Context: an optimization exercise on an open-source flow, tuned for a short achievable clock period and few clock cycles per item. The choices shown serve that exercise and are no tape-out recipe. The RTL was checked by simulation tests, not by an equivalence proof against the original design. Power figures rest on the tool's default switching activity, not on a simulated workload.

==> inputs of v14 <==
## rms_power_monitor_overload_trip_unit
module rms_power_monitor_overload_trip_unit (
    input  logic                           clk,
    input  logic                           rst_n,
    input  logic                           cfg_we,
    input  logic [rpm_pkg::IDX_BITS-1:0]   cfg_index,
    input  logic [rpm_pkg::CFG_BITS-1:0]   cfg_wdata,
    input  logic                           s_tvalid,
    output logic                           s_tready,
    input  logic [15:0]                    s_tdata,    
    input  logic [1:0]                     s_tuser,    
    output logic                           m_tvalid,
    input  logic                           m_tready,
    output logic [47:0]                    m_tdata,    
    output logic                           m_tuser     
);
    localparam int IQ  = rpm_pkg::IQ_BITS;
    localparam int CAP = rpm_pkg::IQ_DEPTH;
    logic [11:0] mid;
    logic [10:0] win;
    logic [9:0]  win_m1, win_m3;
    logic        win_one, win_le2;
    logic [11:0] win2, win3;
    logic [23:0] gain;
  ...
clock: 10.0 ns
lec_check: 0
abc_clock_period_in_ps: 2800
cap_margin: 20
core_margin: 2
core_utilization: 40
slew_margin: 20
standard.sh (not shown) runs the stock make flow with config.mk's settings and CLKGATE_MAP_FILE= SYNTH_SCRIPT=/design/flow/synth_recipe.tcl, a recipe that flattens the netlist after the stock synthesis.
==> flow/flow/run.sh <==
#!/bin/bash
# Standard layout, with timing repair aimed at a shorter period than the
# clock's (setup margin), so that the resizer speeds up the critical paths.
set -uo pipefail
bash standard.sh SETUP_SLACK_MARGIN=7.2 finish > standard.log 2>&1
==> v32 (differences from v14) <==
--- a/flow/design.v
+++ b/flow/design.v
@@ -449,41 +449,64 @@
     output logic        m_tvalid,
     input  logic        m_tready,
     output logic        out_relay,
     output logic        out_mv,
     output logic        out_trip,
     output logic [15:0] out_cur,
     output logic [24:0] out_pwr
 );
-    localparam int IQ = rpm_pkg::IQ_BITS;
     localparam int ND = rpm_pkg::IQ_DEPTH;
-    logic [ND-1:0][2:0]      iq_mem;
-    logic [IQ-1:0]           iq_wr, iq_rd, iq_rd1;
-    logic [IQ:0]             occ;           
+    logic [2:0]              q    [ND];     
+    logic [ND-1:0]           qv_r;          
+    logic [ND:0]             qv;            
     logic [2:0]              h0, h1;        
     logic                    ready0, ready1;
     logic                    relay;         
     logic                    relay0, relay1;
     logic                    trip0, trip1;
     logic                    xfer;
     logic [43:0]             res0, res1;
+    assign h0     = q[0];
+    assign h1     = q[1];
+    assign ready0 = qv[0] && (!h0[2] || res_valid);
+    assign ready1 = qv[1] && (!h1[2] || res_valid);
+    assign xfer   = m_tvalid && m_tready;
+    assign take   = xfer && h0[2];
     always_ff @(posedge clk)
     begin
         for (int i = 0; i < ND; i++)
-            if (push && iq_wr == IQ'(i))
-                iq_mem[i] <= push_op;
+        begin
+            if (xfer)
+            begin
+                if (push && qv[i] && !qv[i+1])
+                    q[i] <= push_op;
+                else if (i < ND - 1)
+                    q[i] <= q[(i < ND - 1) ? i + 1 : i];
+            end
+            else if (push && !qv[i] && (i == 0 || qv[(i == 0) ? 0 : i - 1]))
+                q[i] <= push_op;
+        end
     end
-    assign iq_rd1 = (iq_rd == IQ'(ND - 1)) ? '0 : iq_rd + 1'b1;
-    assign h0     = iq_mem[iq_rd];
-    assign h1     = iq_mem[iq_rd1];
-    assign ready0 = (occ != '0) && (!h0[2] || res_valid);
-    assign ready1 = (occ > (IQ+1)'(1)) && (!h1[2] || res_valid);
-    assign xfer   = m_tvalid && m_tready;
-    assign take   = xfer && h0[2];
+    always_ff @(posedge clk or negedge rst_n)
+    begin
+        if (!rst_n)
+            qv_r <= '0;
+        else
+        begin
+            for (int i = 0; i < ND; i++)
+            begin
+                if (xfer)
+                    qv_r[i] <= qv[i+1] || (push && qv[i] && !qv[i+1]);
+                else
+                    qv_r[i] <= qv[i] || (push && (i == 0 || qv[(i == 0) ? 0 : i - 1]));
+            end
+        end
+    end
+    assign qv = {1'b0, qv_r};
     function automatic logic relay_after(input logic [2:0] op, input logic r, input logic over);
         if (op[2])
             relay_after = r && !over;
         else if (op[1])
             relay_after = op[0];
         else if (op[0])
             relay_after = !r;
         else
@@ -497,37 +520,23 @@
                    h0[2] ? res_cur : 16'd0,
                    h0[2] ? res_pwr : 25'd0};
     assign res1 = {relay1, h1[2], trip1,
                    h1[2] ? res_cur : 16'd0,
                    h1[2] ? res_pwr : 25'd0};
     always_ff @(posedge clk or negedge rst_n)
     begin
         if (!rst_n)
-        begin
-            iq_wr    <= '0;
-            iq_rd    <= '0;
-            occ      <= '0;
-            relay    <= 1'b0;
-            m_tvalid <= 1'b0;
-        end
-        else
-        begin
-            if (push)
-                iq_wr <= (iq_wr == IQ'(ND - 1)) ? '0 : iq_wr + 1'b1;
-            occ <= occ + (IQ+1)'(push) - (IQ+1)'(xfer);
-            if (xfer)
-            begin
-                iq_rd <= iq_rd1;
-                relay <= relay0;
-            end
-            m_tvalid <= xfer ? ready1 : ready0;
-        end
+            relay <= 1'b0;
+        else if (xfer)
+            relay <= relay0;
     end
     always_ff @(posedge clk)
+        m_tvalid <= xfer ? ready1 : ready0;
+    always_ff @(posedge clk)
         {out_relay, out_mv, out_trip, out_cur, out_pwr} <= xfer ? res1 : res0;
 endmodule
 `timescale 1ns / 1ps
 module rpm_back (
     input  logic        clk,
     input  logic        rst_n,
     input  logic [10:0] win,
     input  logic [11:0] win2,
@@ -790,17 +799,17 @@
             win_m1  <= 10'(win - 11'd1);
             win_m3  <= (win <= 11'd3) ? 10'd0 : 10'(win - 11'd3);
             win_one <= (win == 11'd1);
             win_le2 <= (win <= 11'd2);
             win2    <= {win, 1'b0};
             win3    <= {win, 1'b0} + {1'b0, win};
         end
     end
-    logic        s_tready_r;          
+    logic        s_tready_r;
     logic        v0;
     logic [1:0]  k0;
     logic [11:0] smp0;
     logic        cmd0;
     logic        del_r, took_r;
     logic        cfg_we_r, cfg_we_rr;
     logic [1:0]  meas_c;
     logic [IQ:0] outst, outst_next;      
@@ -819,36 +828,36 @@
     assign meas_c  = meas + 2'(close0);
     assign meas_ok = win_one ? ((meas_c == 2'd0) && !s_tready_r)
                              : ((meas_c == 2'd0) || ((meas_c == 2'd1) && !near_close));
     always_ff @(posedge clk or negedge rst_n)
     begin
         if (!rst_n)
         begin
             v0         <= 1'b0;
-            s_tready_r <= 1'b0;
             del_r      <= 1'b0;
             took_r     <= 1'b0;
             cfg_we_r   <= 1'b0;
             cfg_we_rr  <= 1'b0;
             outst      <= '0;
             meas       <= '0;
         end
         else
         begin
             v0         <= s_tvalid && s_tready_r;
             del_r      <= m_tvalid && m_tready;
             took_r     <= take;
             cfg_we_r   <= cfg_we;
             cfg_we_rr  <= cfg_we_r;
             outst      <= outst_next;
             meas       <= meas_next;
-            s_tready_r <= room_ok && meas_ok && !cfg_we && !cfg_we_r && !cfg_we_rr;
         end
     end
+    always_ff @(posedge clk)
+        s_tready_r <= room_ok && meas_ok && !cfg_we && !cfg_we_r && !cfg_we_rr;
     assign s_tready = s_tready_r;
     logic        cl4, c4;
     logic [23:0] lo4;
     logic [9:0]  hi4;
     logic [2:0]  op0;
     rpm_front u_front (
         .clk        (clk),
         .rst_n      (rst_n),
- CTS_CLUSTER_DIAMETER: default -> 100
- CTS_CLUSTER_SIZE: default -> 30
==> v35 (differences from v14) <==
--- a/flow/design.v
+++ b/flow/design.v
@@ -370,33 +370,54 @@
         end
     end
     always_ff @(posedge clk)
     begin
         t1  <= {sq4(dev1[11:8]), sq4(dev1[7:4]), sq4(dev1[3:0])};
         x1  <= {mul4(dev1[11:8], dev1[7:4]), mul4(dev1[7:4], dev1[3:0])};
         ac1 <= mul4(dev1[11:8], dev1[3:0]);
     end
+    logic        smp2, cl2;
+    logic [23:0] u2;
+    logic [15:0] x2;
+    always_ff @(posedge clk or negedge rst_n)
+    begin
+        if (!rst_n)
+        begin
+            smp2 <= 1'b0;
+            cl2  <= 1'b0;
+        end
+        else
+        begin
+            smp2 <= smp1b;
+            cl2  <= cl1b;
+        end
+    end
+    always_ff @(posedge clk)
+    begin
+        u2 <= t1 + {7'd0, ac1, 9'd0};
+        x2 <= x1;
+    end
     logic        smp3, cl3;
     logic [23:0] sq3;
     always_ff @(posedge clk or negedge rst_n)
     begin
         if (!rst_n)
         begin
             smp3 <= 1'b0;
             cl3  <= 1'b0;
         end
         else
         begin
-            smp3 <= smp1b;
-            cl3  <= cl1b;
+            smp3 <= smp2;
+            cl3  <= cl2;
         end
     end
     always_ff @(posedge clk)
-        sq3 <= t1 + {7'd0, ac1, 9'd0} + {3'd0, x1, 5'd0};
+        sq3 <= u2 + {3'd0, x2, 5'd0};
     logic [23:0] acc_lo;
     logic [9:0]  acc_hi;
     logic        acc_c;
     logic [24:0] lo_add;
     logic [9:0]  hi_add;
     assign lo_add = {1'b0, acc_lo} + {1'b0, sq3};
     assign hi_add = acc_hi + 10'(acc_c);
     always_ff @(posedge clk or negedge rst_n)
@@ -452,83 +473,101 @@
     output logic        out_mv,
     output logic        out_trip,
     output logic [15:0] out_cur,
     output logic [24:0] out_pwr
 );
     localparam int IQ = rpm_pkg::IQ_BITS;
     localparam int ND = rpm_pkg::IQ_DEPTH;
     logic [ND-1:0][2:0]      iq_mem;
-    logic [IQ-1:0]           iq_wr, iq_rd, iq_rd1;
-    logic [IQ:0]             occ;           
-    logic [2:0]              h0, h1;        
-    logic                    ready0, ready1;
-    logic                    relay;         
-    logic                    relay0, relay1;
-    logic                    trip0, trip1;
-    logic                    xfer;
-    logic [43:0]             res0, res1;
+    logic [IQ-1:0]           iq_wr, iq_rd;
+    logic                    iq_wr_ph, iq_rd_ph;      
+    logic [2:0]              head;
+    logic                    head_close;
+    logic                    ready;
+    logic                    load;
+    logic                    pop;
+    logic                    relay;
+    logic                    relay_new;
+    logic                    trip_new;
     always_ff @(posedge clk)
     begin
         for (int i = 0; i < ND; i++)
             if (push && iq_wr == IQ'(i))
                 iq_mem[i] <= push_op;
     end
-    assign iq_rd1 = (iq_rd == IQ'(ND - 1)) ? '0 : iq_rd + 1'b1;
-    assign h0     = iq_mem[iq_rd];
-    assign h1     = iq_mem[iq_rd1];
-    assign ready0 = (occ != '0) && (!h0[2] || res_valid);
-    assign ready1 = (occ > (IQ+1)'(1)) && (!h1[2] || res_valid);
-    assign xfer   = m_tvalid && m_tready;
-    assign take   = xfer && h0[2];
-    function automatic logic relay_after(input logic [2:0] op, input logic r, input logic over);
-        if (op[2])
-            relay_after = r && !over;
-        else if (op[1])
-            relay_after = op[0];
-        else if (op[0])
-            relay_after = !r;
-        else
-            relay_after = r;
-    endfunction
-    assign relay0 = relay_after(h0, relay, res_over);
-    assign relay1 = relay_after(h1, relay0, res_over);
-    assign trip0  = h0[2] && res_over && relay;
-    assign trip1  = h1[2] && res_over && relay0;
-    assign res0 = {relay0, h0[2], trip0,
-                   h0[2] ? res_cur : 16'd0,
-                   h0[2] ? res_pwr : 25'd0};
-    assign res1 = {relay1, h1[2], trip1,
-                   h1[2] ? res_cur : 16'd0,
-                   h1[2] ? res_pwr : 25'd0};
+    assign head       = iq_mem[iq_rd];
+    assign head_close = head[2];
+    assign ready      = ((iq_wr != iq_rd) || (iq_wr_ph != iq_rd_ph)) && (!head_close || res_valid);
+    assign load       = !m_tvalid || m_tready;
+    assign pop        = load && ready;
+    assign take       = pop && head_close;
+    always_comb
+    begin
+        trip_new  = 1'b0;
+        relay_new = relay;
+        if (head_close)
+        begin
+            trip_new  = res_over && relay;
+            relay_new = relay && !res_over;
+        end
+        else if (head[1])
+            relay_new = head[0];
+        else if (head[0])
+            relay_new = !relay;
+    end
     always_ff @(posedge clk or negedge rst_n)
     begin
         if (!rst_n)
         begin
             iq_wr    <= '0;
             iq_rd    <= '0;
-            occ      <= '0;
+            iq_wr_ph <= 1'b0;
+            iq_rd_ph <= 1'b0;
             relay    <= 1'b0;
             m_tvalid <= 1'b0;
         end
         else
         begin
             if (push)
-                iq_wr <= (iq_wr == IQ'(ND - 1)) ? '0 : iq_wr + 1'b1;
-            occ <= occ + (IQ+1)'(push) - (IQ+1)'(xfer);
-            if (xfer)
             begin
-                iq_rd <= iq_rd1;
-                relay <= relay0;
+                if (iq_wr == IQ'(ND - 1))
+                begin
+                    iq_wr    <= '0;
+                    iq_wr_ph <= !iq_wr_ph;
+                end
+                else
+                    iq_wr <= iq_wr + 1'b1;
+            end
+            if (load)
+                m_tvalid <= ready;
+            if (pop)
+            begin
+                if (iq_rd == IQ'(ND - 1))
+                begin
+                    iq_rd    <= '0;
+                    iq_rd_ph <= !iq_rd_ph;
+                end
+                else
+                    iq_rd <= iq_rd + 1'b1;
+                relay <= relay_new;
             end
-            m_tvalid <= xfer ? ready1 : ready0;
         end
     end
     always_ff @(posedge clk)
-        {out_relay, out_mv, out_trip, out_cur, out_pwr} <= xfer ? res1 : res0;
+    begin
+        if (pop)
+        begin
+            out_relay <= relay_new;
+            out_mv    <= head_close;
+            out_trip  <= trip_new;
+            out_cur   <= head_close ? res_cur : 16'd0;
+            out_pwr   <= head_close ? res_pwr : 25'd0;
+        end
+    end
 endmodule
 `timescale 1ns / 1ps
 module rpm_back (
     input  logic        clk,
     input  logic        rst_n,
     input  logic [10:0] win,
     input  logic [11:0] win2,
     input  logic [11:0] win3,
@@ -587,17 +626,16 @@
             2'd2:    ml = {1'b0, volts, 1'b0};
             default: ml = volts3;
         endcase
     end
     assign qd  = !t3[12] ? 2'd3 : !t2[12] ? 2'd2 : !t1[12] ? 2'd1 : 2'd0;
     assign sx  = {srem, dq};
     assign sd  = {1'b0, sx} - {2'b0, root[15:0], 2'b01};
     assign pwr_sum = {ph, 8'd0} + 25'(pl);
-    assign over    = pwr > limit;
     always_ff @(posedge clk or negedge rst_n)
     begin
         if (!rst_n)
         begin
             step      <= '0;
             run       <= 1'b0;
             res_valid <= 1'b0;
         end
@@ -606,20 +644,20 @@
             if (start)
             begin
                 run  <= 1'b1;
                 step <= 5'd1;
             end
             else if (run)
             begin
                 step <= step + 5'd1;
-                if (step == 5'd25)
+                if (step == 5'd26)
                     run <= 1'b0;
             end
-            if (run && step == 5'd25)
+            if (run && step == 5'd26)
                 res_valid <= 1'b1;
             else if (take)
                 res_valid <= 1'b0;
         end
     end
     always_ff @(posedge clk)
     begin
         if (start)
@@ -654,51 +692,47 @@
                 end
             end
             if (step >= 5'd3 && step <= 5'd19)
                 prod <= {prod[39:0], 1'b0} + (root[0] ? 41'(gain) : 41'd0);
         end
         if (step == 5'd20)
         begin
             if (|prod[40:32])
-                cur <= 16'hFFFF;
-            else if (prod[31:16] < noise_floor)
-                cur <= 16'd0;
-            else
-                cur <= prod[31:16];
-        end
-        if (step == 5'd20)
-        begin
-            if (|prod[40:32])
             begin
-                ch <= 8'hFF;
-                cl <= 8'hFF;
+                cur <= 16'hFFFF;
+                ch  <= 8'hFF;
+                cl  <= 8'hFF;
             end
             else if (prod[31:16] < noise_floor)
             begin
-                ch <= 8'd0;
-                cl <= 8'd0;
+                cur <= 16'd0;
+                ch  <= 8'd0;
+                cl  <= 8'd0;
             end
             else
             begin
-                ch <= prod[31:24];
-                cl <= prod[23:16];
+                cur <= prod[31:16];
+                ch  <= prod[31:24];
+                cl  <= prod[23:16];
             end
             ph <= '0;
             pl <= '0;
         end
-        else
+        else if (step >= 5'd21 && step <= 5'd24)
         begin
             ph <= {ph[14:0], 2'b00} + 17'(mh);
             pl <= {pl[14:0], 2'b00} + 17'(ml);
             ch <= {ch[5:0], 2'b00};
             cl <= {cl[5:0], 2'b00};
         end
         if (step == 5'd25)
             pwr <= pwr_sum;
+        if (step == 5'd26)
+            over <= pwr > limit;
     end
 endmodule
 `timescale 1ns / 1ps
 module rms_power_monitor_overload_trip_unit (
     input  logic                           clk,
     input  logic                           rst_n,
     input  logic                           cfg_we,
     input  logic [rpm_pkg::IDX_BITS-1:0]   cfg_index,
@@ -790,17 +824,18 @@
             win_m1  <= 10'(win - 11'd1);
             win_m3  <= (win <= 11'd3) ? 10'd0 : 10'(win - 11'd3);
             win_one <= (win == 11'd1);
             win_le2 <= (win <= 11'd2);
             win2    <= {win, 1'b0};
             win3    <= {win, 1'b0} + {1'b0, win};
         end
     end
-    logic        s_tready_r;          
+    logic        s_tready_r;
+    logic        s_busy;              
     logic        v0;
     logic [1:0]  k0;
     logic [11:0] smp0;
     logic        cmd0;
     logic        del_r, took_r;
     logic        cfg_we_r, cfg_we_rr;
     logic [1:0]  meas_c;
     logic [IQ:0] outst, outst_next;      
@@ -819,37 +854,38 @@
     assign meas_c  = meas + 2'(close0);
     assign meas_ok = win_one ? ((meas_c == 2'd0) && !s_tready_r)
                              : ((meas_c == 2'd0) || ((meas_c == 2'd1) && !near_close));
     always_ff @(posedge clk or negedge rst_n)
     begin
         if (!rst_n)
         begin
             v0         <= 1'b0;
-            s_tready_r <= 1'b0;
+            s_busy     <= 1'b0;
             del_r      <= 1'b0;
             took_r     <= 1'b0;
             cfg_we_r   <= 1'b0;
             cfg_we_rr  <= 1'b0;
             outst      <= '0;
             meas       <= '0;
         end
         else
         begin
             v0         <= s_tvalid && s_tready_r;
             del_r      <= m_tvalid && m_tready;
             took_r     <= take;
             cfg_we_r   <= cfg_we;
             cfg_we_rr  <= cfg_we_r;
             outst      <= outst_next;
             meas       <= meas_next;
-            s_tready_r <= room_ok && meas_ok && !cfg_we && !cfg_we_r && !cfg_we_rr;
+            s_busy     <= !(room_ok && meas_ok && !cfg_we && !cfg_we_r && !cfg_we_rr);
         end
     end
-    assign s_tready = s_tready_r;
+    assign s_tready_r = !s_busy;
+    assign s_tready   = !s_busy;
     logic        cl4, c4;
     logic [23:0] lo4;
     logic [9:0]  hi4;
     logic [2:0]  op0;
     rpm_front u_front (
         .clk        (clk),
         .rst_n      (rst_n),
         .v0         (v0),
==> v15 (differences from v14) <==
- CTS_CLUSTER_DIAMETER: default -> 120
- CTS_CLUSTER_SIZE: default -> 24
==> qor summary <==
metric	v32	v35	v14	v15
Critical path buffer and inverter count	1	2	6	1
P_leak	21.9 nW	22.3 nW	22.3 nW	21.3 nW
Reported clock group power	1.99 mW	3.64 mW	3.66 mW	1.97 mW
Slowest cell on the critical path	dfxtp_4	dfrtp_1	dfrtp_2	dfrtp_4
Endpoint kind of the worst setup timing path	primary output	primary output	flip-flop	flip-flop
Startpoint of the most critical hold path	u_front.t1[4]	u_front.x1[4]	u_front.t1[0]	u_front.t1[0]
Amount of wire on met2 after detailed routing	47.3 mm	50.0 mm	55.2 mm	54.3 mm
Area of the mapped netlist	43,100 µm²	44,000 µm²	43,100 µm²	43,100 µm²
Cell count along the critical path	1	2	15	10
Multi-input gate share of the layout cell area	46.9%	42.8%	44.8%	46.4%
Power density over the cells	226 nW/µm²	283 nW/µm²	282 nW/µm²	256 nW/µm²
Status	timing/DRC/antenna clean	timing/DRC/antenna clean	timing/DRC/antenna clean	timing/DRC/antenna clean
Startpoint of the most critical register-to-register path	u_back.root[0]	u_back.ch[6]	u_queue.iq_rd[1]	u_queue.iq_rd[0]
Sequential standard cell area	20,300 µm²	21,100 µm²	19,900 µm²	19,900 µm²
Routed wire length on met3	3.84 mm	4.71 mm	5.57 mm	5.01 mm
Terminating pin of the worst hold path	u_front.sq3[4]	u_front.x2[4]	u_front.sq3[0]	u_front.sq3[0]
Total net switching power	4.32 mW	5.36 mW	5.64 mW	5.21 mW
Post-synth EDFFs	157	218	157	157
Sequential cells	865	883	846	846
Buffers outside the clock class	294	260	339	348
Worst-case register-to-register setup slack	7.06 ns	6.85 ns	6.77 ns	6.77 ns
Largest stage delay, worst path	0.38 ns	0.39 ns	0.44 ns	0.58 ns
Max FO, Critical Path	1	2	6	10
Testbench counts of v14, summed over its fixed seeds: cycles 19,766, items 19,510.
Testbench counts of v32, summed over its fixed seeds: cycles 19,766, items 19,510.
Testbench counts of v35, summed over its fixed seeds: cycles 19,782, items 19,510.
Testbench counts of v15, summed over its fixed seeds: cycles 19,766, items 19,510.

## re-timing with driven ports
Ports are ideal in the flow. The routed layouts listed here were re-timed in OpenROAD. Step 1 (the two cells are an assumption about what drives the block):
set clk [get_ports {clk}]
set_driving_cell -lib_cell sky130_fd_sc_hd__clkbuf_16 $clk
set_driving_cell -lib_cell sky130_fd_sc_hd__buf_2 [delete_from_list [all_inputs] $clk]
Step 2, shift: input delay + t, output delay - t, t = (earliest + latest rising clock arrival at the registers) / 2. This alone moves slack from input paths to output paths. Slacks: no drivers / after step 1 / after step 2; pairs: no drivers / after step 1.
| run | shift t [ns] | setup WS [ns] | worst setup path after step 2 | pins driven straight from the clock port |
|---|---|---|---|---|
| v14 | 0.730 | 6.773 / 6.722 / 6.230 | input to register | 1 |
| v32 | 0.674 | 6.873 / 6.809 / 6.480 | input to register | 1 |
| v35 | 0.744 | 6.758 / 6.683 / 6.215 | input to register | 1 |
| v15 | 0.707 | 6.773 / 6.733 / 6.241 | input to register | 1 |
After both steps every run listed still meets setup and hold.
